This design comes from an exercise in tuning for small area, a short achievable clock period and few clock cycles per item on the open sky130 flow, not from production work.
Function was checked by simulation only, so behaviour that the tests miss may differ from the original.
Power and IR drop assume default switching activity.

run Y:
## sprite_blit_colour_key_clip
module sprite_blit_colour_key_clip (
   input  logic        clock,
   input  logic        reset,
   input  logic        req_tvalid,
   output logic        req_tready,
   input  logic [31:0] req_tdata,
   output logic        rsp_tvalid,
   input  logic        rsp_tready,
   output logic [47:0] rsp_tdata,
   output logic [1:0]  rsp_tuser,
   output logic        rsp_tlast,
   input  logic        csr_we,
   input  logic [2:0]  csr_index,
   input  logic [11:0] csr_wdata
);
make LEC_CHECK=0 CAP_MARGIN=20 CORE_MARGIN=2 CORE_UTILIZATION=40 SETUP_SLACK_MARGIN=4.0 SLEW_MARGIN=20 finish   # period 7.0 ns
run.sh (not shown) runs the stock make flow with config.mk's settings and CLKGATE_MAP_FILE= SYNTH_SCRIPT=/design/flow/synth_recipe.tcl, a recipe that flattens the netlist after the stock synthesis.
Testbench counts of run Y, summed over its fixed seeds: cycles 43,016, items 40,504.
What run D does differently from run Y at the input level:
-- flow/design.v --
<<< run Y, line 34
   logic [21:0] pb;                 
   logic        off_ff;
   logic [4:0]  ms;                 
   logic        rdy_ff, wr_ff;
>>> run D, line 34
   logic [21:0] pb;                 
   logic        off_ff;
   logic        rvis_ff;            
   logic [4:0]  ms;                 
   logic        rdy_ff, wr_ff;
<<< run Y, line 40
   logic [9:0]  c, r;
   logic        hit;
   logic        o_valid, o_we, o_last;
   logic [21:0] o_dest;
   logic [15:0] o_pix;
>>> run D, line 41
   logic [9:0]  c, r;
   logic        hit;
   logic        o_valid, o_we, o_last, o_vis;
   logic [21:0] o_dest;
   logic [15:0] o_pix;
<<< run Y, line 83
   logic [15:0] pix;
   assign colvis   = !colv[12] && (colv[11:0] < sw);
   assign rowvis   = !rowv[12] && !geu({1'b0, rowv[11:0]}, {1'b0, sh});
   assign vis      = colvis && rowvis;
   assign dlo      = {1'b0, pb[10:0]} + {1'b0, colv[10:0]};
>>> run D, line 84
   logic [15:0] pix;
   assign colvis   = !colv[12] && (colv[11:0] < sw);
   assign rowvis   = rvis_ff;
   assign vis      = colvis && rowvis;
   assign dlo      = {1'b0, pb[10:0]} + {1'b0, colv[10:0]};
<<< run Y, line 121
      if (accept) begin
         o_we   <= vis && (op == 2'd2 || (!op[1] && spr_ok));
         o_dest <= vis ? dest : 22'd0;
         o_pix  <= pix;
         o_last <= col_wrap && row_wrap;
>>> run D, line 122
      if (accept) begin
         o_we   <= vis && (op == 2'd2 || (!op[1] && spr_ok));
         o_dest <= dest;                  
         o_vis  <= vis;
         o_pix  <= pix;
         o_last <= col_wrap && row_wrap;
<<< run Y, line 133
   logic        add_ci, restart;
   logic [4:0]  ms_n;
   logic        m_i, m_1, m_2, m_h, m_hb;    
   logic        sel_c, sel_e;                
   logic        off_x, off_y, wr2_ff;
>>> run D, line 135
   logic        add_ci, restart;
   logic [4:0]  ms_n;
   logic        m_i, m_1, m_2, m_h, m_hs, m_hb;    
   logic        sel_c, sel_e;                
   logic        off_x, off_y, wr2_ff;
<<< run Y, line 141
      xci = sel_c && !wm1[0];
      xe_x = {px[11], px, xci} + {xb, xci};
      add_a  = ({22{m_h}} & {pb[20:0], 1'b0}) |
               ({22{m_1}} & {{10{py[11]}}, py}) |
               ({22{!m_h && !m_1}} & pb);
>>> run D, line 143
      xci = sel_c && !wm1[0];
      xe_x = {px[11], px, xci} + {xb, xci};
      add_a  = ({22{m_hs}} & {pb[20:0], 1'b0}) |
               ({22{m_1}} & {{10{py[11]}}, py}) |
               ({22{!m_h && !m_1}} & pb);
<<< run Y, line 157
      else if (ms == 5'd16)   ms_n = 5'd0;
      else if (ms[4])         ms_n = ms - 5'd1;
      else if (ms == 5'd1)    ms_n = 5'd2;
      else                    ms_n = 5'd0;
   end
>>> run D, line 159
      else if (ms == 5'd16)   ms_n = 5'd0;
      else if (ms[4])         ms_n = ms - 5'd1;
      else if (ms == 5'd1)    ms_n = r == 10'd0 ? 5'd27 : 5'd2;
      else                    ms_n = 5'd0;
   end
<<< run Y, line 174
                ges({py[11], py}, {1'b0, sh});               
      off_ff <= off_x || off_y;
      if (m_h || m_1 || (accept && col_wrap && !row_wrap))
         pb <= sum;
      else if (m_2)
         pb <= 22'd0;
      if (m_2)
         rowv <= sum[12:0];
      else if (accept && col_wrap && !row_wrap)
         rowv <= rowv - 13'd1;
   end
   always_ff @(posedge clock) begin
>>> run D, line 176
                ges({py[11], py}, {1'b0, sh});               
      off_ff <= off_x || off_y;
      if (m_h || m_1 || m_2 || (accept && col_wrap && !row_wrap))
         pb <= sum;
      if (m_1 || m_2)
         rowv <= sum[12:0];
      else if (accept && col_wrap && !row_wrap)
         rowv <= rowv - 13'd1;
      if (accept && col_wrap && !row_wrap)
         rvis_ff <= !rowv[12] && rowv != 13'd0 && geu({1'b0, sh}, {1'b0, rowv[11:0]});
      else
         rvis_ff <= !rowv[12] && !geu({1'b0, rowv[11:0]}, {1'b0, sh});
   end
   always_ff @(posedge clock) begin
<<< run Y, line 190
         m_2    <= 1'b0;
         m_h    <= 1'b0;
         m_hb   <= 1'b0;
         rdy_ff <= 1'b0;
>>> run D, line 194
         m_2    <= 1'b0;
         m_h    <= 1'b0;
         m_hs   <= 1'b0;
         m_hb   <= 1'b0;
         rdy_ff <= 1'b0;
<<< run Y, line 201
         m_2    <= ms_n == 5'd2;
         m_h    <= ms_n[4];
         m_hb   <= ms_n[4] && sw[ms_n[3:0]];
         wr_ff  <= csr_we;
>>> run D, line 206
         m_2    <= ms_n == 5'd2;
         m_h    <= ms_n[4];
         m_hs   <= ms_n[4] && ms_n != 5'd27;
         m_hb   <= ms_n[4] && sw[ms_n[3:0]];
         wr_ff  <= csr_we;
<<< run Y, line 209
   end
   assign rsp_tvalid = o_valid;
   assign rsp_tdata  = {7'd0, off_ff, hit, o_pix, o_dest, o_we};
   assign rsp_tuser  = {op[1], op[0] && !op[1]};
   assign rsp_tlast  = o_last;
>>> run D, line 215
   end
   assign rsp_tvalid = o_valid;
   assign rsp_tdata  = {7'd0, off_ff, hit, o_pix, o_dest & {22{o_vis}}, o_we};
   assign rsp_tuser  = {op[1], op[0] && !op[1]};
   assign rsp_tlast  = o_last;
Findings:
- Comparing run D with run Y, the total wire length came out essentially unchanged.
- Compared run D against run Y; width of the die within noise.
- Between run D and run Y, it is run D whose sum of met2 wire segment lengths after detailed routing is lower, by 190 µm.
- Diff run Y -> run D | maximum frequency from static timing analysis | decrease of about 5%
- Routed length on met1 (run D vs. run Y) increases slightly
- Diff run Y..run D | y dimension of the die | negligible
- Looking at design area, run D sits about 0.36% below run Y.
- Met3 track demand over resource in global routing: run Y vs run D, no meaningful difference
- Total core area: run Y vs run D identical
- Going from run Y to run D, fraction of synthesized cell area in xor and xnor cells increased 0.37 points, register bit total from synthesis increased 3, overall power after layout increased about 40%.
- Looking at pre-CTS worst setup slack, run D sits 160 ps above run Y.
Testbench counts of run D, summed over its fixed seeds: cycles 43,064, items 40,504.

========
The RTL this note starts from:
==> flow/design.v <==
module sprite_blit_colour_key_clip (
   input  logic        clock,
   input  logic        reset,
   input  logic        req_tvalid,
   output logic        req_tready,
   input  logic [31:0] req_tdata,
   output logic        rsp_tvalid,
   input  logic        rsp_tready,
   output logic [47:0] rsp_tdata,
   output logic [1:0]  rsp_tuser,
   output logic        rsp_tlast,
   input  logic        csr_we,
   input  logic [2:0]  csr_index,
   input  logic [11:0] csr_wdata
);
   localparam logic [15:0] KEY = 16'hF81F;
   function automatic logic geu(input logic [12:0] a, input logic [12:0] b);
      logic cy;
      cy = 1'b1;
      for (int i = 0; i < 13; i++)
         cy = (a[i] & ~b[i]) | (cy & (a[i] | ~b[i]));
      geu = cy;
   endfunction
   function automatic logic ges(input logic [12:0] a, input logic [12:0] b);
      ges = geu({~a[12], a[11:0]}, {~b[12], b[11:0]});
   endfunction
   logic [9:0]  wm1, hm1;           
   logic [11:0] px, py;             
   logic [1:0]  al, op;
   logic [11:0] sw, sh;             
   logic [12:0] xe;                 
   logic [12:0] colv;               
   logic [12:0] rowv;               
   logic [21:0] pb;                 
   logic        off_ff;
   logic        rvis_ff;            
   logic [4:0]  ms;                 
   logic        rdy_ff, wr_ff;
   logic        s_valid, s_bgok;
   logic [15:0] s_pix;
   logic [9:0]  c, r;
   logic        hit;
   logic        o_valid, o_we, o_last, o_vis;
   logic [21:0] o_dest;
   logic [15:0] o_pix;
   function automatic logic [9:0] clamp_s_m1(input logic [10:0] v);
      if (v == 11'd0)      clamp_s_m1 = 10'd0;
      else if (v[10])      clamp_s_m1 = 10'd1023;
      else                 clamp_s_m1 = v[9:0] - 10'd1;
   endfunction
   function automatic logic [11:0] clamp_f(input logic [11:0] v);
      if (v == 12'd0)                 clamp_f = 12'd1;
      else if (v[11] && |v[10:0])     clamp_f = 12'd2048;
      else                            clamp_f = v;
   endfunction
   always_ff @(posedge clock) begin
      if (reset) begin
         wm1 <= 10'd0;
         hm1 <= 10'd0;
         px  <= 12'd0;
         py  <= 12'd0;
         al  <= 2'd0;
         op  <= 2'd0;
         sw  <= 12'd1024;
         sh  <= 12'd768;
      end else if (csr_we) begin
         case (csr_index)
            3'd0: wm1 <= clamp_s_m1(csr_wdata[10:0]);
            3'd1: hm1 <= clamp_s_m1(csr_wdata[10:0]);
            3'd2: px  <= csr_wdata;
            3'd3: py  <= csr_wdata;
            3'd4: al  <= csr_wdata[1:0];
            3'd5: op  <= csr_wdata[1:0];
            3'd6: sw  <= clamp_f(csr_wdata);
            default: sh <= clamp_f(csr_wdata);
         endcase
      end
   end
   logic [9:0]  c_n;
   logic [11:0] dlo;
   logic [21:0] dest;
   logic        colvis, rowvis, vis, first, col_wrap, row_wrap;
   logic        spr_ok, bg_ok, can_out, in_acc, accept, s_valid_n;
   logic [15:0] pix;
   assign colvis   = !colv[12] && (colv[11:0] < sw);
   assign rowvis   = rvis_ff;
   assign vis      = colvis && rowvis;
   assign dlo      = {1'b0, pb[10:0]} + {1'b0, colv[10:0]};
   assign dest     = {dlo[11] ? pb[21:11] + 11'd1 : pb[21:11], dlo[10:0]};
   assign first    = (c == 10'd0) && (r == 10'd0);
   assign col_wrap = geu({3'b000, c}, {3'b000, wm1});
   assign row_wrap = geu({3'b000, r}, {3'b000, hm1});
   assign pix      = s_valid ? s_pix : req_tdata[15:0];
   assign spr_ok   = pix != KEY;
   assign bg_ok    = s_valid ? s_bgok : req_tdata[31:16] != KEY;
   assign can_out    = !o_valid || rsp_tready;
   assign req_tready = rdy_ff;
   assign in_acc     = req_tvalid && rdy_ff;
   assign accept     = can_out && (s_valid ? ms == 5'd0 : in_acc);
   assign s_valid_n  = s_valid ? !accept : in_acc && !accept;
   assign c_n        = !accept ? c : col_wrap ? 10'd0 : c + 10'd1;
   always_ff @(posedge clock) begin
      if (reset) begin
         c       <= 10'd0;
         r       <= 10'd0;
         hit     <= 1'b0;
         o_valid <= 1'b0;
      end else begin
         if (accept) begin
            o_valid <= 1'b1;
            hit     <= (first ? 1'b0 : hit) |
                       ((op == 2'd3) && vis && spr_ok && bg_ok);
            c <= c_n;
            if (col_wrap)
               r <= row_wrap ? 10'd0 : r + 10'd1;
         end else if (rsp_tready) begin
            o_valid <= 1'b0;
         end
      end
   end
   always_ff @(posedge clock) begin
      if (accept) begin
         o_we   <= vis && (op == 2'd2 || (!op[1] && spr_ok));
         o_dest <= dest;                  
         o_vis  <= vis;
         o_pix  <= pix;
         o_last <= col_wrap && row_wrap;
      end
   end
   logic [12:0] xb;
   logic        xci;
   logic [13:0] add_a, add_b, sum;
   logic [14:0] sum_x;
   logic [12:0] rs_lo;
   logic [21:0] rs;
   logic [3:0]  pext;               
   logic [13:0] xe_x;
   logic        add_ci, restart;
   logic [4:0]  ms_n;
   logic        m_1, m_2, m_h, m_hf, m_hl, m_hb;   
   logic        sel_c, sel_e;                
   logic        off_x, off_y, wr2_ff;
   always_comb begin
      xb  = ({13{sel_c}} & ~{4'b0000, wm1[9:1]}) |
            ({13{sel_e}} & ~{3'b000, wm1});
      xci = sel_c && !wm1[0];
      xe_x = {px[11], px, xci} + {xb, xci};
      rs_lo = {1'b0, pb[11:0]} - {1'b0, sw};
      rs    = {rs_lo[12] ? pb[21:12] - 10'd1 : pb[21:12], rs_lo[11:0]};
      add_a  = ({14{m_h && !m_hf}} & pb[21:8]) |
               ({14{m_1}} & {{2{py[11]}}, py}) |
               ({14{m_2}} & {rowv[12], rowv});
      add_b  = ({14{m_hb}} & {rowv[12], rowv}) |
               ({14{m_1}} & {4'd0, hm1}) |
               ({14{m_2}} & ~{4'd0, r});
      add_ci = m_2;
      sum_x = {add_a, add_ci} + {add_b, add_ci};
      sum   = sum_x[14:1];
      restart = (csr_we && (csr_index == 3'd1 || csr_index == 3'd3 || csr_index == 3'd6)) ||
                (accept && col_wrap && row_wrap);
      if (restart)            ms_n = 5'd1;
      else if (ms == 5'd2)    ms_n = 5'd16;
      else if (ms == 5'd27)   ms_n = 5'd0;
      else if (ms[4])         ms_n = ms + 5'd1;
      else if (ms == 5'd1)    ms_n = r == 10'd0 ? 5'd16 : 5'd2;
      else                    ms_n = 5'd0;
   end
   always_ff @(posedge clock) begin
      xe     <= xe_x[13:1];
      colv   <= !accept ? xe + {3'b000, c} : col_wrap ? xe : colv + 13'd1;
      if (in_acc && !accept) begin
         s_pix  <= req_tdata[15:0];
         s_bgok <= req_tdata[31:16] != KEY;
      end
      sel_c  <= op != 2'd3 && al == 2'd1;
      sel_e  <= op != 2'd3 && al == 2'd2;
      off_x  <= ges(~{3'b000, wm1}, xe) ||                   
                ges(xe, {1'b0, sw});                         
      off_y  <= ges(~{3'b000, hm1}, {py[11], py}) ||         
                ges({py[11], py}, {1'b0, sh});               
      off_ff <= off_x || off_y;
      if (m_hl)
         pb <= {sum[10:0], pb[7:0], pext[3:1]};
      else if (m_h)
         pb <= {sum[13], sum[13:1], sum[0], pb[7:1]};
      else if (accept && col_wrap && !row_wrap)
         pb <= rs;
      if (m_h)
         pext <= {pb[0], pext[3:1]};
      if (m_1 || m_2)
         rowv <= sum[12:0];
      else if (accept && col_wrap && !row_wrap)
         rowv <= rowv - 13'd1;
      if (accept && col_wrap && !row_wrap)
         rvis_ff <= !rowv[12] && rowv != 13'd0 && geu({1'b0, sh}, {1'b0, rowv[11:0]});
      else
         rvis_ff <= !rowv[12] && !geu({1'b0, rowv[11:0]}, {1'b0, sh});
   end
   always_ff @(posedge clock) begin
      if (reset) begin
         ms     <= 5'd1;
         m_1    <= 1'b1;
         m_2    <= 1'b0;
         m_h    <= 1'b0;
         m_hf   <= 1'b0;
         m_hl   <= 1'b0;
         m_hb   <= 1'b0;
         rdy_ff <= 1'b0;
         wr_ff  <= 1'b0;
         wr2_ff <= 1'b0;
         s_valid <= 1'b0;
      end else begin
         ms     <= ms_n;
         m_1    <= ms_n == 5'd1;
         m_2    <= ms_n == 5'd2;
         m_h    <= ms_n[4];
         m_hf   <= ms_n == 5'd16;
         m_hl   <= ms_n == 5'd27;
         m_hb   <= ms_n[4] && sw[ms_n[3:0]];
         wr_ff  <= csr_we;
         wr2_ff <= wr_ff;
         s_valid <= s_valid_n;
         rdy_ff <= ms_n == 5'd0 && !csr_we && !wr_ff && !wr2_ff && !s_valid_n;
      end
   end
   assign rsp_tvalid = o_valid;
   assign rsp_tdata  = {7'd0, off_ff, hit, o_pix, o_dest & {22{o_vis}}, o_we};
   assign rsp_tuser  = {op[1], op[0] && !op[1]};
   assign rsp_tlast  = o_last;
endmodule
export LEC_CHECK = 0
export CAP_MARGIN = 20
export CORE_MARGIN = 2
export CORE_UTILIZATION = 40
export SETUP_SLACK_MARGIN = 4.0
export SLEW_MARGIN = 20
create_clock -name core_clock -period 7.0 [get_ports {clock}]
standard.sh (not shown) runs the stock make flow with config.mk's settings and CLKGATE_MAP_FILE= SYNTH_SCRIPT=/design/flow/synth_recipe.tcl, a recipe that flattens the netlist after the stock synthesis.
==> flow/flow/run.sh <==
#!/bin/bash
# The standard layout (standard.sh), with one change: the port buffers that
# global placement inserts on every input and output use buf_2 instead of the
# resizer's default pick (clkdlybuf4s50_1, a slow delay buffer).
set -euo pipefail
export BUFFER_PORTS_ARGS="-buffer_cell sky130_fd_sc_hd__buf_2"
bash standard.sh finish > standard_finish.log 2>&1
Testbench counts at the start, summed over its fixed seeds: cycles 43,064, items 40,504.
Next try:
--- a/flow/design.v
+++ b/flow/design.v
@@ -128,42 +128,38 @@
       end
    end
    logic [12:0] xb;
    logic        xci;
-   logic [13:0] add_a, add_b, sum;
-   logic [14:0] sum_x;
-   logic [12:0] rs_lo;
-   logic [21:0] rs;
-   logic [3:0]  pext;               
+   logic [21:0] add_a, add_b, sum;
+   logic [22:0] sum_x;
    logic [13:0] xe_x;
    logic        add_ci, restart;
    logic [4:0]  ms_n;
-   logic        m_1, m_2, m_h, m_hf, m_hl, m_hb;   
+   logic        m_i, m_1, m_2, m_h, m_hs, m_hb;    
    logic        sel_c, sel_e;                
    logic        off_x, off_y, wr2_ff;
    always_comb begin
       xb  = ({13{sel_c}} & ~{4'b0000, wm1[9:1]}) |
             ({13{sel_e}} & ~{3'b000, wm1});
       xci = sel_c && !wm1[0];
       xe_x = {px[11], px, xci} + {xb, xci};
-      rs_lo = {1'b0, pb[11:0]} - {1'b0, sw};
-      rs    = {rs_lo[12] ? pb[21:12] - 10'd1 : pb[21:12], rs_lo[11:0]};
-      add_a  = ({14{m_h && !m_hf}} & pb[21:8]) |
-               ({14{m_1}} & {{2{py[11]}}, py}) |
-               ({14{m_2}} & {rowv[12], rowv});
-      add_b  = ({14{m_hb}} & {rowv[12], rowv}) |
-               ({14{m_1}} & {4'd0, hm1}) |
-               ({14{m_2}} & ~{4'd0, r});
-      add_ci = m_2;
+      add_a  = ({22{m_hs}} & {pb[20:0], 1'b0}) |
+               ({22{m_1}} & {{10{py[11]}}, py}) |
+               ({22{!m_h && !m_1}} & pb);
+      add_b  = ({22{m_i}} & ~{10'd0, sw}) |
+               ({22{m_1}} & {12'd0, hm1}) |
+               ({22{m_2}} & ~{12'd0, r}) |
+               ({22{m_hb}} & {{9{rowv[12]}}, rowv});
+      add_ci = m_i || m_2;
       sum_x = {add_a, add_ci} + {add_b, add_ci};
-      sum   = sum_x[14:1];
+      sum   = sum_x[22:1];
       restart = (csr_we && (csr_index == 3'd1 || csr_index == 3'd3 || csr_index == 3'd6)) ||
                 (accept && col_wrap && row_wrap);
       if (restart)            ms_n = 5'd1;
-      else if (ms == 5'd2)    ms_n = 5'd16;
-      else if (ms == 5'd27)   ms_n = 5'd0;
-      else if (ms[4])         ms_n = ms + 5'd1;
-      else if (ms == 5'd1)    ms_n = r == 10'd0 ? 5'd16 : 5'd2;
+      else if (ms == 5'd2)    ms_n = 5'd27;
+      else if (ms == 5'd16)   ms_n = 5'd0;
+      else if (ms[4])         ms_n = ms - 5'd1;
+      else if (ms == 5'd1)    ms_n = r == 10'd0 ? 5'd27 : 5'd2;
       else                    ms_n = 5'd0;
    end
    always_ff @(posedge clock) begin
       xe     <= xe_x[13:1];
@@ -178,16 +174,10 @@
                 ges(xe, {1'b0, sw});                         
       off_y  <= ges(~{3'b000, hm1}, {py[11], py}) ||         
                 ges({py[11], py}, {1'b0, sh});               
       off_ff <= off_x || off_y;
-      if (m_hl)
-         pb <= {sum[10:0], pb[7:0], pext[3:1]};
-      else if (m_h)
-         pb <= {sum[13], sum[13:1], sum[0], pb[7:1]};
-      else if (accept && col_wrap && !row_wrap)
-         pb <= rs;
-      if (m_h)
-         pext <= {pb[0], pext[3:1]};
+      if (m_h || m_1 || m_2 || (accept && col_wrap && !row_wrap))
+         pb <= sum;
       if (m_1 || m_2)
          rowv <= sum[12:0];
       else if (accept && col_wrap && !row_wrap)
          rowv <= rowv - 13'd1;
@@ -198,25 +188,25 @@
    end
    always_ff @(posedge clock) begin
       if (reset) begin
          ms     <= 5'd1;
+         m_i    <= 1'b0;
          m_1    <= 1'b1;
          m_2    <= 1'b0;
          m_h    <= 1'b0;
-         m_hf   <= 1'b0;
-         m_hl   <= 1'b0;
+         m_hs   <= 1'b0;
          m_hb   <= 1'b0;
          rdy_ff <= 1'b0;
          wr_ff  <= 1'b0;
          wr2_ff <= 1'b0;
          s_valid <= 1'b0;
       end else begin
          ms     <= ms_n;
+         m_i    <= ms_n == 5'd0;
          m_1    <= ms_n == 5'd1;
          m_2    <= ms_n == 5'd2;
          m_h    <= ms_n[4];
-         m_hf   <= ms_n == 5'd16;
-         m_hl   <= ms_n == 5'd27;
+         m_hs   <= ms_n[4] && ms_n != 5'd27;
          m_hb   <= ms_n[4] && sw[ms_n[3:0]];
          wr_ff  <= csr_we;
          wr2_ff <= wr_ff;
          s_valid <= s_valid_n;
The new run finished with timing, DRC and antenna clean.
Critical path depth rises by 3.
Routed wire length rose by a few percent.
Setup slack got worse by 0.22 ns.
Maximum frequency fell by a few percent.
Synthesized cell count went down by a few percent.
Die area shrinks by a few percent.
First-iteration DRC count shrinks by a few percent.
Core utilization goes up by 0.60 points.
Sequential power went up by a quarter to a third.
Flip-flop and latch count is lower by 3.
Worst hold slack stays flat.
Total power grows by well over a third.
Global-route usage rose by 1.4 points.
Sequential share of layout area barely changes.
Testbench counts after the change, summed over its fixed seeds: cycles 43,064, items 40,504.

port drivers added, routing unchanged:
In the flow no input, the clock included, has a driving cell. The finished layouts below were timed again as built, in two steps.
Step 1 assumes that a clkbuf_16 drives the clock port and a buf_2 every other input.
Step 2, shift: input delay + t, output delay - t, t = (earliest + latest rising clock arrival at the registers) / 2. This alone moves slack from input paths to output paths.
Slacks: ideal ports / drivers / drivers and shift; pairs: ideal ports / drivers.
run | shift t [ns] | setup WS [ns] | hold slack, ns | clock arrival spread, ns | cell pins on the clock port's net
run Y | 0.589 | 3.938 / 3.938 / 3.507 | 0.442 / 0.442 / 0.442 | 0.020 / 0.020 | 1
run D | 0.597 | 3.778 / 3.778 / 3.505 | 0.447 / 0.447 / 0.447 | 0.029 / 0.029 | 1
the first run of note 2 | 0.577 | 3.967 / 3.967 / 3.542 | 0.449 / 0.449 / 0.449 | 0.011 / 0.011 | 1
the second run of note 2 | 0.589 | 3.752 / 3.752 / 3.439 | 0.447 / 0.447 / 0.447 | 0.013 / 0.013 | 1
After both steps every run listed still meets setup and hold. For run Y, which loses most, drivers alone change the setup slack by 0.000 ns; drivers and shift together by -0.431 ns.
